From an optimization exercise on the open Yosys and OpenROAD flow, aimed at small area, a short achievable clock period and few clock cycles per item; shortcuts taken in it are not production practice.
Where RTL was checked, it was by simulation tests only, not by an equivalence proof against the original.
The RTL of runs 1, 3 and 4 was laid out without a check of its function.

==> design/flow/design.v <==
package jac_pkg;
    localparam int ADC_BITS_DEF = 10;
    localparam int SPD_W        = 8;
    localparam int NUM_AXES     = 4;
    localparam int OUT_W        = 40;
    localparam logic [6:0] TICK_MAX       = 7'd127;
    localparam logic [6:0] INTERVAL_RESET = 7'd100;
    localparam logic [7:0] MAX_SPEED_RESET = 8'd2;
    localparam logic [7:0] SPEED_DIV_RESET = 8'd20;
    localparam int LANE_LAT = 10;
endpackage
module jac_axis_lane (
    input  logic       clk,
    input  logic [9:0] sample,
    input  logic [9:0] origin,
    input  logic [9:0] axis_min,
    input  logic [9:0] axis_max,
    input  logic [7:0] ms1,          
    input  logic [9:0] ms3,          
    input  logic [7:0] dv1,          
    input  logic [9:0] dv3,          
    output logic [7:0] speed,
    output logic       neg,
    output logic [7:0] uprod         
);
    localparam logic [6:0] PCT_FULL = 7'd100;
    function automatic logic fix(input logic a, input logic zero, input logic clamp,
                                 input int j);
        fix = zero ? 1'b0 : (clamp ? PCT_FULL[j] : a);
    endfunction
    function automatic logic [8:0] qstep4(input logic [6:0] rem, input logic [1:0] bb,
                                          input logic [7:0] d1, input logic [9:0] d3);
        logic [10:0] s1, s2, s3;
        logic [1:0]  k;
        logic [8:0]  t, r;
        t  = {rem, bb};
        s1 = {2'b0, t} - {3'b0, d1};
        s2 = {2'b0, t} - {2'b0, d1, 1'b0};
        s3 = {2'b0, t} - {1'b0, d3};
        if (!s3[10])      begin k = 2'd3; r = s3[8:0]; end
        else if (!s2[10]) begin k = 2'd2; r = s2[8:0]; end
        else if (!s1[10]) begin k = 2'd1; r = s1[8:0]; end
        else              begin k = 2'd0; r = t;       end
        qstep4 = {k, r[6:0]};
    endfunction
    function automatic logic [13:0] pstep4(input logic [11:0] hi, input logic [9:0] sp,
                                           input logic [11:0] sp3);
        logic [12:0] s1, s2, s3;
        logic [1:0]  k;
        logic [11:0] r;
        s1 = {1'b0, hi} - {3'b0, sp};
        s2 = {1'b0, hi} - {2'b0, sp, 1'b0};
        s3 = {1'b0, hi} - {1'b0, sp3};
        if (!s3[12])      begin k = 2'd3; r = s3[11:0]; end
        else if (!s2[12]) begin k = 2'd2; r = s2[11:0]; end
        else if (!s1[12]) begin k = 2'd1; r = s1[11:0]; end
        else              begin k = 2'd0; r = hi;       end
        pstep4 = {k, r};
    endfunction
    function automatic logic [9:0] msel(input logic [1:0] k, input logic [7:0] m1,
                                        input logic [9:0] m3);
        case (k)
            2'd0: msel = 10'd0;
            2'd1: msel = {2'b0, m1};
            2'd2: msel = {1'b0, m1, 1'b0};
            default: msel = m3;
        endcase
    endfunction
    logic [10:0] a_diff, a_ndiff, a_sn, a_sp;
    logic        a_neg;
    always_comb
    begin
        a_diff  = {1'b0, sample} - {1'b0, origin};
        a_ndiff = {1'b0, origin} - {1'b0, sample};
        a_sn    = {1'b0, origin} - {1'b0, axis_min};
        a_sp    = {1'b0, axis_max} - {1'b0, origin};
        a_neg   = a_diff[10];
    end
    logic [9:0]  ra_dlt;
    logic [10:0] ra_spn;
    logic        ra_neg;
    always_ff @(posedge clk)
    begin
        ra_dlt <= a_neg ? a_ndiff[9:0] : a_diff[9:0];
        ra_spn <= a_neg ? a_sn : a_sp;
        ra_neg <= a_neg;
    end
    logic [10:0] b_cmp;
    always_comb
        b_cmp = {1'b0, ra_dlt} - {1'b0, ra_spn[9:0]};
    logic [16:0] rb_n;
    logic [9:0]  rb_sp;
    logic [11:0] rb_sp3;
    logic        rb_neg, rb_zero, rb_clamp;
    always_ff @(posedge clk)
    begin
        rb_n     <= {1'b0, ra_dlt, 6'd0} + {2'b0, ra_dlt, 5'd0} + {5'b0, ra_dlt, 2'd0};
        rb_sp    <= ra_spn[9:0];
        rb_sp3   <= {2'b0, ra_spn[9:0]} + {1'b0, ra_spn[9:0], 1'b0};
        rb_neg   <= ra_neg;
        rb_zero  <= ra_spn[10] || (ra_spn[9:0] == 10'd0);
        rb_clamp <= !b_cmp[10];
    end
    logic [13:0] d1_p;
    always_comb
        d1_p = pstep4(rb_n[16:5], rb_sp, rb_sp3);
    logic [14:0] r1_r;
    logic [9:0]  r1_sp;
    logic [11:0] r1_sp3;
    logic        r1_neg, r1_zero, r1_clamp;
    logic [1:0]  r1_a;
    always_ff @(posedge clk)
    begin
        r1_r     <= {d1_p[9:0], rb_n[4:0]};
        r1_sp    <= rb_sp;
        r1_sp3   <= rb_sp3;
        r1_neg   <= rb_neg;
        r1_zero  <= rb_zero;
        r1_clamp <= rb_clamp;
        r1_a     <= {fix(d1_p[13], rb_zero, rb_clamp, 6), fix(d1_p[12], rb_zero, rb_clamp, 5)};
    end
    logic [13:0] d2_p;
    logic [8:0]  d2_q;
    always_comb
    begin
        d2_p = pstep4(r1_r[14:3], r1_sp, r1_sp3);
        d2_q = qstep4(7'd0, r1_a, dv1, dv3);
    end
    logic [12:0] r2_r;
    logic [9:0]  r2_sp;
    logic [11:0] r2_sp3;
    logic        r2_neg, r2_zero, r2_clamp;
    logic [1:0]  r2_a;
    logic [6:0]  r2_qr;
    logic [1:0]  r2_q;
    logic [9:0]  r2_z;
    always_ff @(posedge clk)
    begin
        r2_r     <= {d2_p[9:0], r1_r[2:0]};
        r2_sp    <= r1_sp;
        r2_sp3   <= r1_sp3;
        r2_neg   <= r1_neg;
        r2_zero  <= r1_zero;
        r2_clamp <= r1_clamp;
        r2_a     <= {fix(d2_p[13], r1_zero, r1_clamp, 4), fix(d2_p[12], r1_zero, r1_clamp, 3)};
        r2_qr    <= d2_q[6:0];
        r2_q     <= d2_q[8:7];
        r2_z     <= msel(r1_a, ms1, ms3);
    end
    logic [13:0] d3_p;
    logic [8:0]  d3_q;
    always_comb
    begin
        d3_p = pstep4(r2_r[12:1], r2_sp, r2_sp3);
        d3_q = qstep4(r2_qr, r2_a, dv1, dv3);
    end
    logic [10:0] r3_r;
    logic [9:0]  r3_sp;
    logic        r3_neg, r3_zero, r3_clamp;
    logic [1:0]  r3_a;
    logic [6:0]  r3_qr;
    logic [3:0]  r3_q;
    logic [11:0] r3_z;
    always_ff @(posedge clk)
    begin
        r3_r     <= {d3_p[9:0], r2_r[0]};
        r3_sp    <= r2_sp;
        r3_neg   <= r2_neg;
        r3_zero  <= r2_zero;
        r3_clamp <= r2_clamp;
        r3_a     <= {fix(d3_p[13], r2_zero, r2_clamp, 2), fix(d3_p[12], r2_zero, r2_clamp, 1)};
        r3_qr    <= d3_q[6:0];
        r3_q     <= {r2_q, d3_q[8:7]};
        r3_z     <= {r2_z, 2'b0} + {2'b0, msel(r2_a, ms1, ms3)};
    end
    logic [11:0] d4_c;
    logic [8:0]  d4_q;
    always_comb
    begin
        d4_c = {1'b0, r3_r} - {2'b0, r3_sp};
        d4_q = qstep4(r3_qr, r3_a, dv1, dv3);
    end
    logic        r4_neg, r4_a0;
    logic [6:0]  r4_qr;
    logic [5:0]  r4_q;
    logic [13:0] r4_z;
    always_ff @(posedge clk)
    begin
        r4_neg <= r3_neg;
        r4_a0  <= fix(!d4_c[11], r3_zero, r3_clamp, 0);
        r4_qr  <= d4_q[6:0];
        r4_q   <= {r3_q, d4_q[8:7]};
        r4_z   <= {r3_z, 2'b0} + {4'b0, msel(r3_a, ms1, ms3)};
    end
    logic [8:0] d5_t;
    always_comb
        d5_t = {1'b0, r4_qr, r4_a0} - {1'b0, dv1};
    logic        r5_neg;
    logic [6:0]  r5_q;
    logic [14:0] r5_z;
    always_ff @(posedge clk)
    begin
        r5_neg <= r4_neg;
        r5_q   <= {r4_q, !d5_t[8]};
        r5_z   <= {r4_z, 1'b0} + (r4_a0 ? {7'b0, ms1} : 15'd0);
    end
    logic [14:0] f1_pp [7];
    logic [14:0] f1_s1, f1_c1, f1_s2, f1_c2, f1_s3, f1_c3, f1_s4, f1_c4, f1_s5, f1_c5;
    logic        f1_hi;
    always_comb
    begin
        f1_hi = 1'b0;
        for (int i = 0; i < 7; i++)
        begin
            f1_pp[i] = r5_q[i] ? 15'({r5_z, 7'd0} >> (7 - i)) : 15'd0;
            f1_pp[i][14] = 1'b0;
            f1_hi = f1_hi || (r5_q[i] && ((r5_z >> (14 - i)) != 15'd0));
        end
        f1_s1 = f1_pp[0] ^ f1_pp[1] ^ f1_pp[2];
        f1_c1 = ((f1_pp[0] & f1_pp[1]) | (f1_pp[0] & f1_pp[2]) | (f1_pp[1] & f1_pp[2])) << 1;
        f1_s2 = f1_pp[3] ^ f1_pp[4] ^ f1_pp[5];
        f1_c2 = ((f1_pp[3] & f1_pp[4]) | (f1_pp[3] & f1_pp[5]) | (f1_pp[4] & f1_pp[5])) << 1;
        f1_s3 = f1_s1 ^ f1_c1 ^ f1_pp[6];
        f1_c3 = ((f1_s1 & f1_c1) | (f1_s1 & f1_pp[6]) | (f1_c1 & f1_pp[6])) << 1;
        f1_s4 = f1_s2 ^ f1_c2 ^ f1_s3;
        f1_c4 = ((f1_s2 & f1_c2) | (f1_s2 & f1_s3) | (f1_c2 & f1_s3)) << 1;
        f1_s5 = f1_s4 ^ f1_c4 ^ f1_c3;
        f1_c5 = ((f1_s4 & f1_c4) | (f1_s4 & f1_c3) | (f1_c4 & f1_c3)) << 1;
        f1_hi = f1_hi || f1_s1[14] || f1_c1[14] || f1_s2[14] || f1_c2[14] || f1_s3[14]
              || f1_c3[14] || f1_s4[14] || f1_c4[14] || f1_s5[14] || f1_c5[14];
    end
    logic        r6_neg, r6_sat;
    logic [13:0] r6_s, r6_c;
    always_ff @(posedge clk)
    begin
        r6_neg <= r5_neg;
        r6_sat <= f1_hi;
        r6_s   <= f1_s5[13:0];
        r6_c   <= f1_c5[13:0];
    end
    logic [14:0] f2_x;
    always_comb
        f2_x = {1'b0, r6_s} + {1'b0, r6_c};
    logic        r7_neg, r7_sat;
    logic [13:0] r7_x;
    always_ff @(posedge clk)
    begin
        r7_neg <= r6_neg;
        r7_sat <= r6_sat || (f2_x >= 15'd12800);
        r7_x   <= f2_x[13:0];
    end
    logic [11:0] g_y;
    logic [22:0] g_t1, g_t2, g_t3, g_t4, g_s1, g_c1, g_s2, g_c2, g_p;
    always_comb
    begin
        g_y  = r7_x[13:2];
        g_t1 = {1'b0, g_y, 10'd0};
        g_t2 = {3'b0, g_y, 8'd0};
        g_t3 = {6'b0, g_y, 5'd0};
        g_t4 = ~{11'd0, g_y};
        g_s1 = g_t1 ^ g_t2 ^ g_t3;
        g_c1 = ((g_t1 & g_t2) | (g_t1 & g_t3) | (g_t2 & g_t3)) << 1;
        g_s2 = g_s1 ^ g_c1 ^ g_t4;
        g_c2 = ((g_s1 & g_c1) | (g_s1 & g_t4) | (g_c1 & g_t4)) << 1;
        g_p  = g_s2 + (g_c2 | 23'd1);
    end
    logic [6:0] r8_s;
    logic       r8_neg;
    always_ff @(posedge clk)
    begin
        r8_s   <= r7_sat ? 7'd127 : g_p[21:15];
        r8_neg <= r7_neg;
    end
    logic [7:0] h_pp [4];
    logic [7:0] h_s1, h_c1, h_s2, h_c2;
    always_comb
    begin
        speed = r8_neg ? 8'(-{1'b0, r8_s}) : {1'b0, r8_s};
        neg   = r8_neg;
        for (int i = 0; i < 4; i++)
        begin
            case ((i < 3) ? r8_s[2*i +: 2] : {1'b0, r8_s[6]})
                2'd0: h_pp[i] = 8'd0;
                2'd1: h_pp[i] = 8'(dv1 << (2 * i));
                2'd2: h_pp[i] = 8'(dv1 << (2 * i + 1));
                default: h_pp[i] = 8'(dv3 << (2 * i));
            endcase
        end
        h_s1 = h_pp[0] ^ h_pp[1] ^ h_pp[2];
        h_c1 = ((h_pp[0] & h_pp[1]) | (h_pp[0] & h_pp[2]) | (h_pp[1] & h_pp[2])) << 1;
        h_s2 = h_s1 ^ h_c1 ^ h_pp[3];
        h_c2 = ((h_s1 & h_c1) | (h_s1 & h_pp[3]) | (h_c1 & h_pp[3])) << 1;
        uprod = h_s2 + h_c2;
    end
endmodule
import jac_pkg::*;
module joystick_axes_to_cursor_motion_unit #(
    parameter int ADC_BITS = jac_pkg::ADC_BITS_DEF
) (
    input  logic                          clk,
    input  logic                          rst_n,
    input  logic                          s_axis_tvalid,
    output logic                          s_axis_tready,
    input  logic [((4*ADC_BITS+8)/8)*8-1:0] s_axis_tdata,
    output logic                          m_axis_tvalid,
    input  logic                          m_axis_tready,
    output logic [jac_pkg::OUT_W-1:0]     m_axis_tdata,
    input  logic                          cfg_we,
    input  logic [2:0]                    cfg_addr,
    input  logic [(ADC_BITS > 8 ? ADC_BITS : 8)-1:0] cfg_data
);
    localparam int QD = 4;               
    localparam int FD = LANE_LAT + 4;    
    logic [9:0] origin_reg [NUM_AXES];
    logic [9:0] amin_reg, amax_reg;
    logic [7:0] max_speed_reg, speed_div_reg;
    logic [6:0] ticks_reg, interval_reg;
    logic       rdy_reg;
    logic       pend_reg;            
    logic [FD-1:0] fed_reg;          
    logic       ivl_wait_reg;        
    logic       allow1_reg;          
    logic       spec_reg;            
    logic       spec_fed_reg;        
    logic       early_reg;           
    logic [1:0] rb_cnt_reg;          
    logic       res_done_reg;        
    logic [QD-1:0] q_v, q_upd, q_prs;  
    logic          out_valid_reg, out_upd_reg, out_prs_reg;
    logic [35:0]   out_res_reg;
    logic [9:0]  smp_reg [NUM_AXES];
    logic [7:0]  spd_reg [3];
    logic [7:0]  spd3_reg;
    logic [7:0]  u1_reg, u2_reg;     
    logic        n1_reg, n2_reg;     
    logic [9:0]  rsel_reg, osel_reg;  
    logic [3:0]  flag_reg;           
    logic [7:0]  lane_speed, lane_uprod;
    logic        lane_neg;
    logic [7:0]  dv1_reg;            
    logic [9:0]  dv3_reg, ms3_reg;   
    always_ff @(posedge clk)
    begin
        dv1_reg <= (speed_div_reg == 8'd0) ? 8'd1 : speed_div_reg;
        dv3_reg <= (speed_div_reg == 8'd0) ? 10'd3
                 : {2'b0, speed_div_reg} + {1'b0, speed_div_reg, 1'b0};
        ms3_reg <= {2'b0, max_speed_reg} + {1'b0, max_speed_reg, 1'b0};
    end
    jac_axis_lane u_lane (
        .clk       (clk),
        .sample    (rsel_reg),
        .origin    (osel_reg),
        .axis_min  (amin_reg),
        .axis_max  (amax_reg),
        .ms1       (max_speed_reg),
        .ms3       (ms3_reg),
        .dv1       (dv1_reg),
        .dv3       (dv3_reg),
        .speed     (lane_speed),
        .neg       (lane_neg),
        .uprod     (lane_uprod)
    );
    logic       in_fire, report;
    logic [6:0] ticks_inc;
    logic       out_take, out_load, feed_go, res_last;
    logic       cap_x, cap_y, cap_x2;
    logic       head_ok;
    logic [QD-1:0] q_v_next, q_upd_next, q_prs_next, q_kept;
    logic       ivl_x, ivl_y, resolve, spec_keep, spec_drop;
    logic       ivl_wait_next, allow1_next, spec_next, spec_fed_next;
    logic       early_next, pend_next;
    logic [6:0] ticks_next, ivl_after;
    logic [FD-1:0] fed_next;
    logic       smp_free_next;
    logic [7:0] m_sel, m_mag;
    logic signed [7:0] vx, vy;
    logic [6:0] ivl_new;
    always_comb
    begin
        in_fire   = s_axis_tvalid && rdy_reg;
        ticks_inc = (ticks_reg == TICK_MAX) ? TICK_MAX : ticks_reg + 7'd1;
        report    = ivl_wait_reg ? !allow1_reg : (ticks_inc > interval_reg);
        out_take  = out_valid_reg && m_axis_tready;
        cap_x     = fed_reg[LANE_LAT];
        cap_y     = fed_reg[LANE_LAT + 1];
        cap_x2    = fed_reg[LANE_LAT + 2];
        res_last  = fed_reg[LANE_LAT + 3];
        head_ok   = q_v[0] && (!q_upd[0] || res_done_reg || res_last);
        out_load  = head_ok && (!out_valid_reg || m_axis_tready);
        ivl_x   = cap_y && (u1_reg != 8'd0);
        ivl_y   = cap_x2 && (u2_reg == 8'd0) && (u1_reg != 8'd0);
        resolve = ivl_x || (cap_x2 && !early_reg);
        m_sel     = u1_reg;
        m_mag     = m_sel[7] ? 8'(-m_sel) : m_sel;
        ivl_new   = (m_mag >= 8'd100) ? 7'd1 : 7'(8'd100 - m_mag);
        ivl_after = (ivl_x || ivl_y) ? ivl_new : interval_reg;
        vx        = n2_reg ? 8'(-u2_reg) : u2_reg;
        vy        = n1_reg ? 8'(-u1_reg) : u1_reg;
        spec_keep = resolve && spec_reg && (ivl_after == 7'd1);
        spec_drop = resolve && spec_reg && (ivl_after != 7'd1);
        feed_go   = (pend_reg || (in_fire && report)) && !spec_drop
                 && !fed_reg[0] && !fed_reg[1] && !fed_reg[2]
                 && (rb_cnt_reg == 2'd0
                     || (rb_cnt_reg == 2'd1 && q_upd[0] && (!out_valid_reg || m_axis_tready)));
        for (int i = 0; i < QD; i++)
        begin
            q_kept[i] = out_load ? ((i < QD - 1) ? q_v[(i + 1) % QD] : 1'b0) : q_v[i];
            if (q_kept[i])
            begin
                q_upd_next[i] = out_load ? q_upd[(i + 1) % QD] : q_upd[i];
                q_prs_next[i] = out_load ? q_prs[(i + 1) % QD] : q_prs[i];
            end
            else
            begin
                q_upd_next[i] = report;
                q_prs_next[i] = !s_axis_tdata[NUM_AXES*ADC_BITS];
            end
            q_v_next[i] = q_kept[i] || (in_fire && (i == 0 || q_kept[(i + QD - 1) % QD]));
        end
        if (spec_drop)
            for (int i = 0; i < QD; i++)
                if (i == QD - 1 || !q_kept[(i + 1) % QD])
                    q_upd_next[i] = 1'b0;
        fed_next = {fed_reg[FD-2:0], feed_go};
        if (spec_drop)
            fed_next[LANE_LAT+1:0] = '0;
        pend_next = (pend_reg || (in_fire && report)) && !feed_go && !spec_drop;
        ticks_next = ticks_reg;
        if (in_fire)
            ticks_next = report ? 7'd0 : ticks_inc;
        if (spec_drop)
            ticks_next = 7'd2;
        ivl_wait_next = ivl_wait_reg;
        allow1_next   = allow1_reg;
        spec_next     = spec_reg;
        spec_fed_next = spec_fed_reg || (spec_reg && feed_go);
        if (resolve)
        begin
            if (spec_keep)
            begin
                spec_next   = 1'b0;
                allow1_next = 1'b1;
            end
            else
            begin
                ivl_wait_next = 1'b0;
                spec_next     = 1'b0;
            end
        end
        if (in_fire)
        begin
            if (!ivl_wait_reg)
            begin
                ivl_wait_next = report;
                allow1_next   = report;
            end
            else if (allow1_reg)
                allow1_next   = 1'b0;
            else
            begin
                spec_next     = 1'b1;
                spec_fed_next = feed_go;
            end
        end
        if (!spec_next)
            spec_fed_next = 1'b0;
        early_next = ivl_x ? 1'b1 : (cap_x2 ? 1'b0 : early_reg);
        smp_free_next = !pend_next && !fed_next[0] && !fed_next[1];
    end
    always_ff @(posedge clk or negedge rst_n)
    begin
        if (!rst_n)
        begin
            ticks_reg     <= '0;
            interval_reg  <= INTERVAL_RESET;
            rdy_reg       <= 1'b1;
            pend_reg      <= 1'b0;
            fed_reg       <= '0;
            ivl_wait_reg  <= 1'b0;
            allow1_reg    <= 1'b0;
            spec_reg      <= 1'b0;
            spec_fed_reg  <= 1'b0;
            early_reg     <= 1'b0;
            rb_cnt_reg    <= '0;
            res_done_reg  <= 1'b0;
            q_v           <= '0;
            q_upd         <= '0;
            q_prs         <= '0;
            out_valid_reg <= 1'b0;
            out_upd_reg   <= 1'b0;
            out_prs_reg   <= 1'b0;
            for (int i = 0; i < NUM_AXES; i++)
                origin_reg[i] <= 10'd512;
            amin_reg      <= '0;
            amax_reg      <= 10'd1023;
            max_speed_reg <= MAX_SPEED_RESET;
            speed_div_reg <= SPEED_DIV_RESET;
        end
        else
        begin
            ticks_reg <= ticks_next;
            if (ivl_x || ivl_y)
                interval_reg <= ivl_new;
            rdy_reg      <= !q_v_next[QD-1]
                         && (!ivl_wait_next || allow1_next
                             || (!spec_next && ticks_next == 7'd1 && smp_free_next
                                 && !fed_next[LANE_LAT+1] && !fed_next[LANE_LAT+2]));
            ivl_wait_reg <= ivl_wait_next;
            allow1_reg   <= allow1_next;
            spec_reg     <= spec_next;
            spec_fed_reg <= spec_fed_next;
            early_reg    <= early_next;
            pend_reg <= pend_next;
            fed_reg  <= fed_next;
            rb_cnt_reg <= rb_cnt_reg + 2'(feed_go) - 2'(out_load && q_upd[0])
                        - 2'(spec_drop && spec_fed_reg);
            if (out_load && q_upd[0])
                res_done_reg <= 1'b0;
            else if (res_last)
                res_done_reg <= 1'b1;
            q_v   <= q_v_next;
            q_upd <= q_upd_next;
            q_prs <= q_prs_next;
            if (out_load)
            begin
                out_valid_reg <= 1'b1;
                out_upd_reg   <= q_upd[0];
                out_prs_reg   <= q_prs[0];
            end
            else if (m_axis_tready)
                out_valid_reg <= 1'b0;
            if (cfg_we)
            begin
                case (cfg_addr)
                    3'd0: origin_reg[0] <= cfg_data[9:0];
                    3'd1: origin_reg[1] <= cfg_data[9:0];
                    3'd2: origin_reg[2] <= cfg_data[9:0];
                    3'd3: origin_reg[3] <= cfg_data[9:0];
                    3'd4: amin_reg      <= cfg_data[9:0];
                    3'd5: amax_reg      <= cfg_data[9:0];
                    3'd6: max_speed_reg <= cfg_data[7:0];
                    3'd7: speed_div_reg <= cfg_data[7:0];
                    default: ;
                endcase
            end
        end
    end
    always_ff @(posedge clk)
    begin
        if (in_fire && report)
            for (int i = 0; i < NUM_AXES; i++)
                smp_reg[i] <= s_axis_tdata[i*ADC_BITS +: ADC_BITS];
        if (cap_x)
            spd_reg[0] <= lane_speed;
        if (cap_y)
            spd_reg[1] <= lane_speed;
        if (cap_x2)
        begin
            spd_reg[2] <= lane_speed;
            flag_reg   <= {vy < -8'sd5, vy > 8'sd5, vx < -8'sd5, vx > 8'sd5};
        end
        if (out_load)
            out_res_reg <= q_upd[0] ? {flag_reg, res_last ? lane_speed : spd3_reg, spd_reg[2],
                                       spd_reg[1], spd_reg[0]}
                                    : 36'd0;
    end
    always_ff @(posedge clk)
        if (res_last)
            spd3_reg <= lane_speed;
    always_ff @(posedge clk)
    begin
        u1_reg <= lane_uprod;
        u2_reg <= u1_reg;
        n1_reg <= lane_neg;
        n2_reg <= n1_reg;
        if (fed_reg[0])
        begin
            rsel_reg <= smp_reg[1];
            osel_reg <= origin_reg[1];
        end
        else if (fed_reg[1])
        begin
            rsel_reg <= smp_reg[2];
            osel_reg <= origin_reg[2];
        end
        else if (fed_reg[2])
        begin
            rsel_reg <= smp_reg[3];
            osel_reg <= origin_reg[3];
        end
        else
        begin
            rsel_reg <= pend_reg ? smp_reg[0] : s_axis_tdata[ADC_BITS-1:0];
            osel_reg <= origin_reg[0];
        end
    end
    assign s_axis_tready = rdy_reg;
    assign m_axis_tvalid = out_valid_reg;
    assign m_axis_tdata  = {2'b00, out_upd_reg, out_prs_reg, out_res_reg};
endmodule
==> design/flow/flow/run.sh <==
#!/bin/bash
# Standard ORFS layout (the standard.sh, standard synthesis unchanged),
# except that the port buffers inserted before global placement are buf_2
# cells instead of the cell buffer_ports picks by default.
set -euo pipefail
export BUFFER_PORTS_ARGS="-buffer_cell sky130_fd_sc_hd__buf_2"
bash standard.sh finish > standard_finish.log 2>&1
==> design/flow/standard.sh <==
#!/bin/bash
# synth_recipe.tcl (not shown) runs the flow's synth.tcl, then flattens the netlist and writes it again
# the make line also repeats each setting of config.mk as NAME=value (left out here)
make -C /OpenROAD-flow-scripts/flow DESIGN_CONFIG=/design/flow/config.mk WORK_HOME=/design/flow/orfs CLKGATE_MAP_FILE= SYNTH_SCRIPT=/design/flow/synth_recipe.tcl "${@:-finish}"
==> design/flow/config.mk <==
export PLATFORM = sky130hd
export DESIGN_NAME = joystick_axes_to_cursor_motion_unit
export DESIGN_NICKNAME = joystick_axes_to_cursor_motion_unit
export VERILOG_FILES = /design/flow/design.v
export SDC_FILE = /design/flow/constraint.sdc
export NUM_CORES = 4
export LEC_CHECK = 0
export CAP_MARGIN = 20
export CORE_MARGIN = 2
export CORE_UTILIZATION = 65
export SETUP_SLACK_MARGIN = 5.0
export SLEW_MARGIN = 20
==> design/flow/constraint.sdc <==
create_clock -name core_clock -period 8.0 [get_ports {clk}]
set_input_delay 1.6000 -clock core_clock [delete_from_list [all_inputs] [get_ports {clk}]]
set_output_delay 1.6000 -clock core_clock [all_outputs]
set_load 0.01 [all_outputs]
==> impl_metrics.toml, run 1 <==
[floorplan]
num_rows = 84
initial_core_util = 0.6578
die_h_um = 234.8
die_x_um = 234.8
coreArea_um2 = 52660
dieArea_um2 = 55150
pin_count = 108

[global_route]
grt_util_all_layers = 0.2698
grt_pass1_wl_um = 124100
antenna_found_initial = 1
grt.overflow.total = 0
grt_max_degree = 76
grt_pass1_vias = 25480

[cts]
clock_sink_count = 608
cts_buffers = 66
cts_tree = "yes"
clk_latency_ns = 0.61
clockBufferDepth = 3
clkTransAtPathRegs_ns = 0.06
cts-root-buf = "clkbuf_16"
htree_levels = 3

[synth]
synth_area_leaders = "dfxtp_1 (22%), ha_1 (13%), edfxtp_1 (9.0%)"
yosysTopAreaCell = "dfxtp_1"
synth.distinct_cells = 84
synth_top_family_by_area = "adder cells"
synthFlopType = "dfxtp_1"
synth-adder-area-share = 0.1873
synth_xor_area_frac = 0.04703
ys_seq_area_frac = 0.4009
synthesis.area_um2 = 34640
synth_top_cell_area_share = 0.2167
ys_ff_latch = 608
synthArstFlopShare = 0.2122
muxShareOfSynthArea = 0.05383
syn_inst = 3481
synthSimpleGateAreaFrac = 0.1219
ys.warnings.count = 7
synth-compound-area-share = 0.1406
syn_avg_cell_area_um2 = 9.950
synth_edf_count = 104

[finish]
nets = 4169
area_delta_synth_final_pct = 14.20
final_common_cell = "ha_1"
nFillCells = 3632
postLayoutCoreUtil = 0.7512
final_cell_mix = "ha_1 (346), dfxtp_1 (343), inv_1 (330)"
layout-drive-gt1-share = 0.1571

[sta]
fin_setup_tns_ns = 0
hold_viol_final = 0
finalClockSkew_ns = 0.02908
period_needed_ns = 3.206
tightestPinTransition_ns = 1.042
clock.fmax_mhz = 311.9
relSlewSlack = 0.3017
rsz0062_at_grt = "true"
setup_viol = 0
fin_crit_sh = 0.4008
maxSlewViolCount = 0

[setup_path]
startpoint = "u_lane.r7_x[2]"
crit_required_ns = 8.48
cp_max_fo = 4
worstSetupPathType = "register to register"
r2r-end = "u_lane.r8_s[4]"
path_buf_inv = 1
crit_chain = "fa_2 > fa_1 > ha_4 > nand3_4 > nor4_4 > a2111oi_4 > buf_4 > nor2_4 > a311oi_2 > o31ai_2"
r2r_cells = 10
reg2reg_slack_ns = 4.79
crit_path_max_incr_delay_ns = 0.58
cp_slowest_cell = "fa_2"
r2r-start = "u_lane.r7_x[2]"
critPathTopFamily = "adder cells"
cp.arrival_ns = 3.68
cp-end-kind = "register"
cp-start-kind = "register"

[hold_path]
hold_path_class = "register to register"
hold_end = "u_lane.r5_q[2]"
min-delay-start = "u_lane.r4_q[1]"
hold_depth = 0

[placement]
io_buffers = 98
dp_hpwl_um = 54810
place_congestion = 0.8630

[routing]
drc_errors = 0
vias_per_cell = 5.736
antenna_left = 0
wirelength_um = 75320
drt-initial-drc-count = 1383
wl_per_cell_um = 17.17
firstDrtPassIters = 6
dr_total_vias = 25170

[run]
drv_cap = 0

[run_status]
status = "finished clean"
[per-layer routing]
layer	vias to the layer above	share of wire	global-route usage	wire, um
met5	-	0	0	0
met4	0	0.030	0.09264	2294
met3	144	0.040	0.03994	3000
met2	544	0.49	0.4623	36790
met1	12130	0.44	0.3498	33240
li1	12350	-	-	-
[cell usage after synthesis (58+ instances only)]
master / count
a21o_1: 58
a21oi_1: 204
and2_1: 119
clkbuf_1: 70
dfrtp_1: 108
dfxtp_1: 375
edfxtp_1: 104
fa_1: 99
ha_1: 360
inv_1: 341
mux2_2: 90
mux2i_1: 85
nand2_1: 208
nor2_1: 206
nor2b_1: 77
o21ai_0: 205
xnor2_1: 129
[how the worst max path moves through the flow]
stage,to,slack [ns],cells past startpoint
after floorplan,rb_cnt_reg[1],4.66,8
after global placement,rb_cnt_reg[1],4.09,9
after detailed placement,rb_cnt_reg[1],4.02,9
after CTS,u_lane.r8_s[5],4.75,11
after global routing,u_lane.r8_s[4],4.71,10
final,u_lane.r8_s[4],4.79,10
[cell families (layout without fill, tap and decap cells)]
kind of cell,after synthesis,after routing
and+or+nand+nor,845,845
buffers and inverters,435,650
xor gates and xnor gates,186,186
AOI/OAI and AO/OA,772,773
muxes,175,175
other,1,3
adders and majority gates,459,459
DFF,608,608
[repair_timing]
item / in CTS / in global routing
hold buffers: 0 / 0
setup endpoints to repair: 108 / 89
resized for setup: 112 / 83
setup buffers: 41 / 25
pin swaps: 32 / 26
gates cloned: 2 / 1
[worst register-to-register path: cells and delay by family (launching register included)]
kind / cells / cell delay [ns]
AND/OR/NAND/NOR: 3 / 0.57
adder cells (fa/ha/maj): 3 / 1.36
flip-flops: 1 / 0.35
AO/OA/AOI/OAI: 3 / 0.67
buffers and inverters: 1 / 0.17
[layout make-up]
| cell class | count | area (um^2) | area share |
|---|---|---|---|
| multi-input cells | 2440 | 19820 | 0.5011 |
| flip-flops and latches | 608 | 13970 | 0.3532 |
| clock buffers | 87 | 1887 | 0.04770 |
| inverters | 346 | 1348 | 0.03407 |
| repair buffers | 182 | 1202 | 0.03040 |
| well taps | 688 | 860.8 | 0.02176 |
| clock inverters | 35 | 461.7 | 0.01167 |
| diodes | 1 | 2.502 | 0.00006327 |
[metrics by stage]
stage | hold WS (ns) | instances | worst slack, ns | instance area (um^2)
floorplan | 0.3096 | 3482 | 4.658 | 34840
global placement | 0.3101 | 4195 | 4.091 | 35930
detailed placement | 0.3121 | 4195 | 4.025 | 35930
CTS | 0.3211 | 4360 | 4.751 | 39070
global route | 0.3227 | 4387 | 4.712 | 39550
finish | 0.3188 | 4387 | 4.794 | 39550
==> inputs of run 2 (changes only) <==
--- a/design/flow/design.v
+++ b/design/flow/design.v
@@ -575,3 +575,8 @@
         n2_reg <= n1_reg;
-        if (fed_reg[0])
+        if (feed_go)
+        begin
+            rsel_reg <= pend_reg ? smp_reg[0] : s_axis_tdata[ADC_BITS-1:0];
+            osel_reg <= origin_reg[0];
+        end
+        else if (fed_reg[0])
         begin
@@ -585,3 +590,3 @@
         end
-        else if (fed_reg[2])
+        else
         begin
@@ -590,7 +595,2 @@
         end
-        else
-        begin
-            rsel_reg <= pend_reg ? smp_reg[0] : s_axis_tdata[ADC_BITS-1:0];
-            osel_reg <= origin_reg[0];
-        end
     end
==> design/flow/run.sh (new file) <==
#!/bin/bash
# synth_recipe.tcl (not shown) runs the flow's synth.tcl, then flattens the netlist and writes it again
# the make line also repeats each setting of config.mk as NAME=value (left out here)
make -C /OpenROAD-flow-scripts/flow DESIGN_CONFIG=/design/flow/config.mk WORK_HOME=/design/flow/orfs CLKGATE_MAP_FILE= SYNTH_SCRIPT=/design/flow/synth_recipe.tcl finish
--- a/design/flow/config.mk
+++ b/design/flow/config.mk
@@ -10,3 +10,3 @@
 export CORE_UTILIZATION = 65
-export SETUP_SLACK_MARGIN = 5.0
+export SETUP_SLACK_MARGIN = 4.8
 export SLEW_MARGIN = 20
removed: design/flow/flow/run.sh
removed: design/flow/standard.sh
==> run 2 against run 1 <==
Effect of this change: still clean; clock skew decreased by 0.0071 ns; critical path depth decreased by 3; setup slack improved by 0.036 ns; critical path type is now primary input to register; design area decreased by 0.13%; wire length increased by 0.43%; flip-flop and latch count unchanged.
==> impl_metrics.toml, run 2 <==
[setup_path]
worstSetupPathType = "primary input to register"
startpoint = "s_axis_tvalid"
cp-endpoint = "rdy_reg"
cp-end-kind = "register"
r2r-start = "u_lane.r7_x[3]"
reg2reg_slack_ns = 4.84
r2r_cells = 11
cp_max_fo = 17
cp-start-kind = "primary input"
cp.arrival_ns = 3.72
crit_required_ns = 8.55
r2r-end = "u_lane.r8_s[5]"

[routing]
drt-initial-drc-count = 1489
wl_per_cell_um = 17.45
antenna_left = 0
firstDrtPassIters = 5
vias_per_cell = 5.762
dr_total_vias = 24980
wirelength_um = 75650
drc_errors = 0

[global_route]
grt_pass1_vias = 25430
grt.overflow.total = 0
antenna_found_initial = 1
grt_pass1_wl_um = 124300
grt_max_degree = 81
grt_util_all_layers = 0.2703

[synth]
synth_top_cell_area_share = 0.2166
synthFlopType = "dfxtp_1"
ys_seq_area_frac = 0.4006
synth.distinct_cells = 86
yosysTopAreaCell = "dfxtp_1"
synthArstFlopShare = 0.2122
synthTopCellsByCount = "dfxtp_1 (375), ha_1 (360), inv_1 (343)"
yosysMostFrequentCell = "dfxtp_1"
syn_inst = 3444
synthesis.area_um2 = 34660
synth_area_leaders = "dfxtp_1 (22%), ha_1 (13%), edfxtp_1 (9.0%)"
ys.warnings.count = 7
synth_edf_count = 104
syn_avg_cell_area_um2 = 10.06
ys_ff_latch = 608

[sta]
finalClockSkew_ns = 0.02196
clock.fmax_mhz = 315.5
rsz0062_at_grt = "true"
hold_viol_final = 0
fin_crit_sh = 0.3962
relSlewSlack = 0.3267
hold_ws_ns = 0.3243
tightestPinTransition_ns = 1.010
worst_slack_ns = 4.830
setup_viol = 0
fin_setup_tns_ns = 0
period_needed_ns = 3.170
maxSlewViolCount = 0

[cts]
clkTransAtPathRegs_ns = 0.06
clockBufferDepth = 3
clk_latency_ns = 0.65
cts-root-buf = "clkbuf_16"
htree_levels = 2
cts_tree = "yes"
cts_buffers = 61
clock_sink_count = 608

[placement]
dp_hpwl_um = 54560
post-place-cells = 4157
io_buffers = 98
dp_slack_ns = 3.419
place_congestion = 0.8797

[finish]
final_cells = 4336
area_delta_synth_final_pct = 13.99
nets = 4121
seqCellArea_um2 = 13950
final_cell_mix = "dfxtp_1 (352), ha_1 (350), inv_1 (335)"
multi_input_area_um2 = 19630
final_common_cell = "dfxtp_1"
antenna_cells = 0
nFillCells = 3672
layout-drive-gt1-share = 0.1176

[hold_path]
hold_path_class = "register to register"
min-delay-start = "u_lane.r4_q[1]"

[floorplan]
die_x_um = 234.9
die_h_um = 234.9
num_rows = 84
pin_count = 108
initial_core_util = 0.6582
dieArea_um2 = 55180
coreArea_um2 = 52660

[run_status]
status = "finished clean"

[run]
drv_cap = 0
[run 2: changes by cell type after synthesis, moves of 8 or more]
cell,before,now
o21ai_0,205,179
nand2b_1,54,41
nor2_1,206,193
mux2i_1,85,100
mux2_1,0,8
a21oi_1,204,183
[run 2: how the worst min path moves through the flow]
stage / end / depth (start not counted) / slack (ns)
6_report: u_lane.r5_q[2] / 0 / 0.32
5_1_grt: u_lane.r5_q[2] / 0 / 0.33
4_1_cts: u_lane.r7_x[3] / 0 / 0.33
3_5_place_dp: u_lane.r7_x[3] / 0 / 0.31
3_3_place_gp: u_lane.r5_q[2] / 0 / 0.31
2_1_floorplan: u_lane.r1_neg / 0 / 0.31
[run 2: kinds of logic (layout without fill, tap and decap cells)]
kind of cell | Yosys count | count (layout) | share of synthesized area
buf+inv | 436 | 635 | 0.04856
xor+xnor | 187 | 187 | 0.04726
simple gates | 816 | 819 | 0.1180
fa+ha+maj | 459 | 459 | 0.1872
other cells | 1 | 2 | 0.0001082
flops | 608 | 608 | 0.4006
compound gates | 741 | 742 | 0.1382
mux | 196 | 196 | 0.06007
[run 2: routing by layer]
metal,GRT usage,part of all wire,routed length (um)
met3,0.03125,0.042,3158
met1,0.3539,0.44,33230
met5,0,0,0
met4,0.08631,0.024,1785
met2,0.4685,0.50,37470
[run 2: timing repair]
| item | in CTS | in global routing |
|---|---|---|
| gates resized for setup | 66 | 105 |
| cloned | 6 | 2 |
| pin swaps | 16 | 30 |
| endpoints found under the setup margin | 107 | 97 |
| hold buffers | 0 | 0 |
| setup buffers | 17 | 39 |
[run 2: per-stage QoR]
step / util / area [um^2]
2_1_floorplan: - / 34750
3_3_place_gp: 0.6895 / 36300
3_5_place_dp: 0.6895 / 36300
4_1_cts: 0.7370 / 38800
5_1_grt: 0.7502 / 39500
6_report: 0.7502 / 39500
[run 2: worst max-delay path, stage by stage]
cell and delay [ns]:
clkdlybuf4s50_1 0.44, nand2_2 0.46, a21oi_1 0.14, a31oi_1 0.34, and3_1 0.23, nand4_1 0.12, o41ai_2 0.38
[run 2: area by class of cell]
| class | count | share of cell area |
|---|---|---|
| clock buffer | 76 | 0.04295 |
| clock inverter | 39 | 0.009787 |
| inverter | 346 | 0.03370 |
| multi-input combinational | 2405 | 0.4968 |
| sequential | 608 | 0.3532 |
| tap | 688 | 0.02179 |
| timing repair buffer | 172 | 0.04133 |
| timing repair inverter | 2 | 0.0004434 |
Testbench counts of run 2, summed over its fixed seeds: cycles 36,906, items 25,600.
==> inputs of run 3 (changes only) <==
--- a/design/flow/design.v
+++ b/design/flow/design.v
@@ -23,3 +23,4 @@
     output logic       neg,
-    output logic [7:0] uprod         
+    output logic [7:0] uprod,        
+    output logic       sat_g         
 );
@@ -273,2 +274,3 @@
     end
+    assign sat_g = r7_sat;
     logic [7:0] h_pp [4];
@@ -311,3 +313,3 @@
 );
-    localparam int QD = 4;               
+    localparam int QD = 6;               
     localparam int FD = LANE_LAT + 4;    
@@ -341,2 +343,6 @@
     logic [9:0]  dv3_reg, ms3_reg;   
+    logic [6:0]  ivl127_reg;         
+    logic        nz127_reg;          
+    logic        lane_sat;
+    logic [7:0]  u127, m127;
     always_ff @(posedge clk)
@@ -347,2 +353,9 @@
         ms3_reg <= {2'b0, max_speed_reg} + {1'b0, max_speed_reg, 1'b0};
+        ivl127_reg <= (m127 >= 8'd100) ? 7'd1 : 7'(8'd100 - m127);
+        nz127_reg  <= u127 != 8'd0;
+    end
+    always_comb
+    begin
+        u127 = {dv1_reg[0], 7'd0} - dv1_reg;
+        m127 = u127[7] ? 8'(-u127) : u127;
     end
@@ -360,3 +373,4 @@
         .neg       (lane_neg),
-        .uprod     (lane_uprod)
+        .uprod     (lane_uprod),
+        .sat_g     (lane_sat)
     );
@@ -368,3 +382,3 @@
     logic [QD-1:0] q_v_next, q_upd_next, q_prs_next, q_kept;
-    logic       ivl_x, ivl_y, resolve, spec_keep, spec_drop;
+    logic       ivl_s, ivl_x, ivl_y, resolve, spec_keep, spec_drop, res_win;
     logic       ivl_wait_next, allow1_next, spec_next, spec_fed_next;
@@ -381,3 +395,3 @@
         ticks_inc = (ticks_reg == TICK_MAX) ? TICK_MAX : ticks_reg + 7'd1;
-        report    = ivl_wait_reg ? !allow1_reg : (ticks_inc > interval_reg);
+        report    = ivl_wait_reg ? !allow1_reg : (ticks_reg >= interval_reg);
         out_take  = out_valid_reg && m_axis_tready;
@@ -389,5 +403,6 @@
         out_load  = head_ok && (!out_valid_reg || m_axis_tready);
-        ivl_x   = cap_y && (u1_reg != 8'd0);
-        ivl_y   = cap_x2 && (u2_reg == 8'd0) && (u1_reg != 8'd0);
-        resolve = ivl_x || (cap_x2 && !early_reg);
+        ivl_s   = fed_reg[LANE_LAT - 1] && lane_sat && nz127_reg;
+        ivl_x   = cap_y && (u1_reg != 8'd0) && !early_reg;
+        ivl_y   = cap_x2 && (u2_reg == 8'd0) && (u1_reg != 8'd0) && !early_reg;
+        resolve = ivl_s || ivl_x || (cap_x2 && !early_reg);
         m_sel     = u1_reg;
@@ -395,3 +410,3 @@
         ivl_new   = (m_mag >= 8'd100) ? 7'd1 : 7'(8'd100 - m_mag);
-        ivl_after = (ivl_x || ivl_y) ? ivl_new : interval_reg;
+        ivl_after = ivl_s ? ivl127_reg : (ivl_x || ivl_y) ? ivl_new : interval_reg;
         vx        = n2_reg ? 8'(-u2_reg) : u2_reg;
@@ -400,3 +415,4 @@
         spec_drop = resolve && spec_reg && (ivl_after != 7'd1);
-        feed_go   = (pend_reg || (in_fire && report)) && !spec_drop
+        res_win   = fed_reg[LANE_LAT - 1] || cap_y || cap_x2;
+        feed_go   = (pend_reg || (in_fire && report)) && !(spec_reg && res_win)
                  && !fed_reg[0] && !fed_reg[1] && !fed_reg[2]
@@ -425,3 +441,7 @@
         if (spec_drop)
-            fed_next[LANE_LAT+1:0] = '0;
+        begin
+            fed_next[LANE_LAT-4:0] = '0;
+            if (!ivl_s)
+                fed_next[LANE_LAT+1:LANE_LAT-3] = '0;
+        end
         pend_next = (pend_reg || (in_fire && report)) && !feed_go && !spec_drop;
@@ -466,3 +486,3 @@
             spec_fed_next = 1'b0;
-        early_next = ivl_x ? 1'b1 : (cap_x2 ? 1'b0 : early_reg);
+        early_next = cap_x2 ? 1'b0 : (ivl_s || ivl_x) ? 1'b1 : early_reg;
         smp_free_next = !pend_next && !fed_next[0] && !fed_next[1];
@@ -501,4 +521,4 @@
             ticks_reg <= ticks_next;
-            if (ivl_x || ivl_y)
-                interval_reg <= ivl_new;
+            if (ivl_s || ivl_x || ivl_y)
+                interval_reg <= ivl_after;
             rdy_reg      <= !q_v_next[QD-1]
@@ -506,3 +526,4 @@
                              || (!spec_next && ticks_next == 7'd1 && smp_free_next
-                                 && !fed_next[LANE_LAT+1] && !fed_next[LANE_LAT+2]));
+                                 && !fed_next[LANE_LAT-1] && !fed_next[LANE_LAT+1]
+                                 && !fed_next[LANE_LAT+2]));
             ivl_wait_reg <= ivl_wait_next;
@@ -575,8 +596,3 @@
         n2_reg <= n1_reg;
-        if (feed_go)
-        begin
-            rsel_reg <= pend_reg ? smp_reg[0] : s_axis_tdata[ADC_BITS-1:0];
-            osel_reg <= origin_reg[0];
-        end
-        else if (fed_reg[0])
+        if (fed_reg[0])
         begin
@@ -590,3 +606,3 @@
         end
-        else
+        else if (fed_reg[2])
         begin
@@ -595,2 +611,7 @@
         end
+        else
+        begin
+            rsel_reg <= pend_reg ? smp_reg[0] : s_axis_tdata[ADC_BITS-1:0];
+            osel_reg <= origin_reg[0];
+        end
     end
==> design/flow/flow/run.sh (new file) <==
#!/bin/bash
# Standard ORFS layout (the standard.sh, standard synthesis unchanged),
# except that the port buffers inserted before global placement are buf_2
# cells instead of the cell buffer_ports picks by default.
set -euo pipefail
export BUFFER_PORTS_ARGS="-buffer_cell sky130_fd_sc_hd__buf_2"
bash standard.sh finish > standard_finish.log 2>&1
==> design/flow/standard.sh (new file) <==
#!/bin/bash
# synth_recipe.tcl (not shown) runs the flow's synth.tcl, then flattens the netlist and writes it again
# the make line also repeats each setting of config.mk as NAME=value (left out here)
make -C /OpenROAD-flow-scripts/flow DESIGN_CONFIG=/design/flow/config.mk WORK_HOME=/design/flow/orfs CLKGATE_MAP_FILE= SYNTH_SCRIPT=/design/flow/synth_recipe.tcl "${@:-finish}"
--- a/design/flow/config.mk
+++ b/design/flow/config.mk
@@ -10,3 +10,3 @@
 export CORE_UTILIZATION = 65
-export SETUP_SLACK_MARGIN = 4.8
+export SETUP_SLACK_MARGIN = 5.0
 export SLEW_MARGIN = 20
removed: design/flow/run.sh
==> run 3 against run 2 <==
Effect of this change: still clean on timing, DRC and antenna; setup slack worse by 0.28 ns; non-clock buffer count rose by 17; critical path depth is 9 higher; largest cell class unchanged; highest routed layer unchanged.
==> impl_metrics.toml, run 3 <==
[synth]
synthFlopType = "dfxtp_1"
ys_ff_latch = 622
synth_top_cell_area_share = 0.2182
synth_area_leaders = "dfxtp_1 (22%), ha_1 (13%), edfxtp_1 (8.9%)"
ys.warnings.count = 7
synthesis.area_um2 = 35140
synth_edf_count = 104
syn_inst = 3525
synthTopCellsByCount = "dfxtp_1 (383), ha_1 (361), inv_1 (356)"
synth.distinct_cells = 83
ys_seq_area_frac = 0.4039
yosysMostFrequentCell = "dfxtp_1"
syn_avg_cell_area_um2 = 9.970
yosysTopAreaCell = "dfxtp_1"
synthArstFlopShare = 0.2170

[finish]
postLayoutCoreUtil = 0.7441
multi_input_area_um2 = 19850
area_delta_synth_final_pct = 13.48
nFillCells = 3840
layout-drive-gt1-share = 0.1585
seqCellArea_um2 = 14280
final_common_cell = "ha_1"
nets = 4211
final_cell_mix = "ha_1 (347), inv_1 (344), dfxtp_1 (344)"

[global_route]
antenna_found_initial = 0
grt_util_all_layers = 0.2665
grt_pass1_wl_um = 121800
grt.overflow.total = 0
grt_pass1_vias = 25060
grt_max_degree = 77

[routing]
antenna_left = 0
wl_met1_um = 34160
highest-signal-layer = "met4"
wirelength_um = 75550
wl_met2_um = 36780
wl_per_cell_um = 17.03
wl_met3_um = 2785
drt-initial-drc-count = 1485
dr_total_vias = 25140
drc_errors = 0
firstDrtPassIters = 5
vias_per_cell = 5.667

[setup_path]
cp-start-kind = "register"
r2r-end = "rb_cnt_reg[1]"
cp.arrival_ns = 3.91
startpoint = "u1_reg[1]"
crit_required_ns = 8.46
r2r-start = "u1_reg[1]"
reg2reg_slack_ns = 4.55
cp-end-kind = "register"
worstSetupPathType = "register to register"
r2r_cells = 16
cp_max_fo = 5

[sta]
clock.fmax_mhz = 289.5
relSlewSlack = 0.3491
worst_slack_ns = 4.546
hold_viol_final = 0
maxSlewViolCount = 0
tightestPinTransition_ns = 0.9763
period_needed_ns = 3.454
finalClockSkew_ns = 0.01741
setup_viol = 0
fin_setup_tns_ns = 0
fin_crit_sh = 0.4317
rsz0062_at_grt = "true"

[floorplan]
die_x_um = 236.5
coreArea_um2 = 53600
dieArea_um2 = 55940
num_rows = 85
pin_count = 108
initial_core_util = 0.6557
die_h_um = 236.5

[hold_path]
min-delay-start = "u_lane.r6_s[3]"
hold_path_class = "register to register"
hold_depth = 0
hold_end = "u_lane.r7_x[3]"

[cts]
clock_sink_count = 622
cts_tree = "yes"
cts_buffers = 66
clk_latency_ns = 0.60
clkTransAtPathRegs_ns = 0.06
clockBufferDepth = 3
cts-root-buf = "clkbuf_16"
htree_levels = 3

[placement]
place_congestion = 0.8969
dp_hpwl_um = 55410
io_buffers = 98
dp_slack_ns = 3.605

[run]
drv_cap = 0

[run_status]
status = "finished clean"
run 3: kinds of logic (layout without fill, tap and decap cells):
kind of cell | after synthesis | in the layout | synth area share
AOI/OAI and AO/OA | 745 | 747 | 0.1333
xor gates and xnor gates | 202 | 202 | 0.05034
adders and majority gates | 460 | 460 | 0.1849
buffers and inverters | 464 | 671 | 0.05052
DFF | 622 | 622 | 0.4039
muxes | 189 | 189 | 0.05714
other | 1 | 5 | 0.0001067
and+or+nand+nor | 842 | 843 | 0.1198
run 3: timing repair:
action	in CTS	in global routing
pin swaps	24	43
resized for setup	105	129
hold endpoints to repair	0	0
hold buffers	0	0
gates cloned	2	4
buffers inserted	34	41
endpoints found under the setup margin	91	129
run 3: worst max path at each step:
stage,endpoint,slack (ns),depth (start not counted)
after global routing,rb_cnt_reg[1],4.44,13
after global placement,rb_cnt_reg[1],3.64,17
after CTS,rb_cnt_reg[1],4.60,16
final,rb_cnt_reg[1],4.55,16
after floorplan,rb_cnt_reg[1],4.50,19
after detailed placement,rb_cnt_reg[1],3.60,16
run 3: layout make-up:
type / instances / area share
Multi-Input combinational cell: 2443 / 0.4977
Sequential cell: 622 / 0.3580
Inverter: 361 / 0.03517
Tap cell: 696 / 0.02183
Antenna cell: 3 / 0.0001882
Timing Repair inverter: 2 / 0.0004392
Timing Repair Buffer: 189 / 0.03165
Clock inverter: 24 / 0.007655
Clock buffer: 95 / 0.04740
run 3: per-stage QoR:
step / hold slack (ns) / cells / area, um^2
2_1_floorplan: 0.3096 / 3526 / 35260
6_report: 0.3214 / 4435 / 39880
3_3_place_gp: 0.3106 / 4232 / 36290
5_1_grt: 0.3269 / 4432 / 39880
3_5_place_dp: 0.3121 / 4232 / 36290
4_1_cts: 0.3220 / 4387 / 39130
run 3: metal layers:
layer,track usage,up-vias
met3,0.02961,125
met2,0.4593,486
li1,-,12400
met4,0.08899,0
met1,0.3515,12130
met5,0,-
run 3: critical path, stage by stage, from the launching register on:
cell      delay, ns
dfxtp_4        0.37
inv_4          0.07
ha_4           0.16
or3b_4         0.40
a221oi_4       0.27
nor4_2         0.08
o21a_1         0.19
o211ai_2       0.19
a31o_1         0.24
nand2_2        0.07
and3_4         0.18
and2_4         0.15
fa_1           0.49
inv_2          0.05
ha_4           0.15
xnor2_2        0.13
xnor2_1        0.13
==> inputs of run 4 (changes only) <==
==> design/flow/run.sh (new file) <==
#!/bin/bash
# synth_recipe.tcl (not shown) runs the flow's synth.tcl, then flattens the netlist and writes it again
# the make line also repeats each setting of config.mk as NAME=value (left out here)
make -C /OpenROAD-flow-scripts/flow DESIGN_CONFIG=/design/flow/config.mk WORK_HOME=/design/flow/orfs CLKGATE_MAP_FILE= SYNTH_SCRIPT=/design/flow/synth_recipe.tcl finish
removed: design/flow/flow/run.sh
removed: design/flow/standard.sh
==> run 4 against run 3 <==
Effect of this change: hold slack worse by 0.0014 ns; clock skew rose by 0.0050 ns; first-iteration DRC count fell by 8.8%; via count rose by 0.33%; sequential share of layout area fell by 0.29 points; design area increased by 0.83%; cell count decreased by 0.14%; critical path type unchanged.
==> impl_metrics.toml, run 4 <==
[global_route]
grt_pass1_wl_um = 125100
grt_max_degree = 77
antenna_found_initial = 3
grt_util_all_layers = 0.2726
grt.overflow.total = 0
grt_pass1_vias = 25550

[routing]
vias_per_cell = 5.694
drt-initial-drc-count = 1354
dr_total_vias = 25220
antenna_left = 0
wl_per_cell_um = 17.40
wirelength_um = 77060
drc_errors = 0
firstDrtPassIters = 5

[hold_path]
hold_path_class = "register to register"
hold_depth = 0

[setup_path]
crit_required_ns = 8.50
worstSetupPathType = "register to register"
cp.arrival_ns = 3.95
cp-start-kind = "register"
cp_max_fo = 6
cp-end-kind = "register"
r2r_cells = 16

[floorplan]
coreArea_um2 = 53600
dieArea_um2 = 55940
die_x_um = 236.5
die_h_um = 236.5
num_rows = 85
pin_count = 108
initial_core_util = 0.6557

[cts]
clock_sink_count = 622
clkTransAtPathRegs_ns = 0.06
htree_levels = 2
cts-root-buf = "clkbuf_16"
cts_tree = "yes"
cts_buffers = 61
clockBufferDepth = 3
clk_latency_ns = 0.63

[synth]
yosysTopAreaCell = "dfxtp_1"
synth_top_cell_area_share = 0.2182
yosysMostFrequentCell = "dfxtp_1"
syn_inst = 3525
synth_edf_count = 104
syn_avg_cell_area_um2 = 9.970
synthTopCellsByCount = "dfxtp_1 (383), ha_1 (361), inv_1 (356)"
ys_seq_area_frac = 0.4039
synth.distinct_cells = 83
synthFlopType = "dfxtp_1"
synthArstFlopShare = 0.2170
ys.warnings.count = 7
synthesis.area_um2 = 35140
ys_ff_latch = 622
synth_area_leaders = "dfxtp_1 (22%), ha_1 (13%), edfxtp_1 (8.9%)"

[sta]
relSlewSlack = 0.3724
hold_ws_ns = 0.3201
fin_setup_tns_ns = 0
maxSlewViolCount = 0
setup_viol = 0
tightestPinTransition_ns = 0.9414
fin_crit_sh = 0.4312
clock.fmax_mhz = 289.9
period_needed_ns = 3.449
hold_viol_final = 0
finalClockSkew_ns = 0.02244
worst_slack_ns = 4.551
rsz0062_at_grt = "true"

[placement]
placed_area_um2 = 36770
dp_hpwl_um = 56290
io_buffers = 98
place_congestion = 0.8679
dp_slack_ns = 3.304

[run_status]
status = "finished clean"

[finish]
nFillCells = 3792
layout-drive-gt1-share = 0.1315
final_cell_mix = "ha_1 (349), inv_1 (343), dfxtp_1 (340)"
antenna_cells = 0
nets = 4207
area_delta_synth_final_pct = 14.43
final_common_cell = "ha_1"
fin_area_um2 = 40210

[run]
drv_cap = 0
-- run 4: cell types whose count changed in the layout (fill, tap and decap cells not counted), moves of 4 or more --
cell and delta:
inv_6 -4, dfxtp_2 +4, o21ai_1 -6, o21ai_0 +4, dlygate4sd2_1 +39, clkdlybuf4s50_1 +57
buf_4 +4, buf_2 -97, dfxtp_1 -4
-- run 4: worst max-delay path: stages (launching register included) --
cell,delay [ns]
dfxtp_4,0.37
inv_4,0.07
ha_4,0.15
or3b_4,0.40
a221oi_4,0.29
nor4_2,0.08
o21a_1,0.19
o211ai_2,0.19
a31o_1,0.24
nand2_2,0.07
and3_4,0.18
and2_4,0.15
fa_1,0.49
inv_2,0.05
ha_4,0.15
xnor2_2,0.13
xnor2_1,0.12
-- run 4: per-layer routing --
| layer | wire, um | share of wire | up-vias | GRT usage |
|---|---|---|---|---|
| met4 | 1543 | 0.020 | 0 | 0.07269 |
| met5 | 0 | 0 | - | 0 |
| met3 | 3482 | 0.045 | 120 | 0.03183 |
| li1 | - | - | 12360 | - |
| met1 | 34040 | 0.44 | 12220 | 0.3601 |
| met2 | 37990 | 0.49 | 518 | 0.4767 |
-- run 4: area by class of cell --
class,instances,area (um^2),area share
Multi-Input combinational cell,2442,19780,0.4919
Sequential cell,622,14280,0.3551
Clock buffer,92,1859,0.04623
Timing Repair Buffer,191,1690,0.04203
Inverter,361,1401,0.03485
Tap cell,696,870.8,0.02165
Clock inverter,23,314.1,0.007809
Timing Repair inverter,2,17.52,0.0004356
-- run 4: worst paths after layout --
| check | endpoint | slack [ns] | start |
|---|---|---|---|
| setup / recovery | rb_cnt_reg[1] | 4.55 | u1_reg[1] |
| hold / removal | u_lane.r4_q[3] | 0.32 | u_lane.r3_q[1] |
| setup reg to reg | rb_cnt_reg[1] | 4.55 | u1_reg[1] |
| hold reg to reg | u_lane.r4_q[3] | 0.32 | u_lane.r3_q[1] |
| max in group asynchronous | origin_reg[1][2] | 5.69 | rst_n |
| min in group asynchronous | out_prs_reg | 0.97 | rst_n |
-- run 4: repair_timing --
item	4_1_cts	5_1_grt
pin swaps	18	50
setup buffers	35	44
endpoints found under the setup margin	214	125
hold endpoints to repair	0	0
gates resized for setup	157	113
cloned	2	2
hold buffers	0	0
-- run 4: logic make-up (layout without fill, tap and decap cells) --
group | after synthesis | in the layout | share of synthesized area
AO/OA/AOI/OAI | 745 | 746 | 0.1333
XOR/XNOR | 202 | 202 | 0.05034
adder cells (fa/ha/maj) | 460 | 460 | 0.1849
buffers and inverters | 464 | 669 | 0.05052
flip-flops | 622 | 622 | 0.4039
multiplexers | 189 | 189 | 0.05714
other | 1 | 2 | 0.0001067
AND/OR/NAND/NOR | 842 | 843 | 0.1198
-- run 4: stage by stage --
step                      instances    util
after floorplan                3526       -
after global placement         4231  0.6860
after detailed placement       4231  0.6860
after CTS                      4383  0.7381
after global routing           4429  0.7503
final                          4429  0.7503

## re-timing with driven ports
In the flow no input, the clock included, has a driving cell. The finished layouts below were timed again as built, in two steps.
Step 1 (the two cells are an assumption about what drives the block):
set clk [get_ports {clk}]
set_driving_cell -lib_cell sky130_fd_sc_hd__clkbuf_16 $clk
set_driving_cell -lib_cell sky130_fd_sc_hd__buf_2 [delete_from_list [all_inputs] $clk]
Step 2 moves the port delays by t, midway between the first and last clock arrival at a register: inputs arrive t later, outputs are due t later. That takes back most of the time a late clock gives input paths.
Slacks: ideal / step 1 / step 2; pairs: ideal / step 1.
run	shift t [ns]	setup WS [ns]	worst setup path at the end	latest minus earliest clock arrival (ns)	worst register clock-pin slew, ns
run 1	0.653	4.794 / 4.794 / 4.358	input to register	0.036 / 0.036	0.06 / 0.06
run 2	0.700	4.830 / 4.793 / 4.171	input to register	0.027 / 0.027	0.07 / 0.07
run 3	0.648	4.546 / 4.546 / 4.390	input to register	0.022 / 0.022	0.06 / 0.06
run 4	0.679	4.551 / 4.551 / 4.289	input to register	0.027 / 0.026	0.07 / 0.07
After both steps setup and hold are still met in every run listed. The setup slack of run 2, which loses most, moves by -0.037 ns with the drivers and by -0.659 ns with both steps.
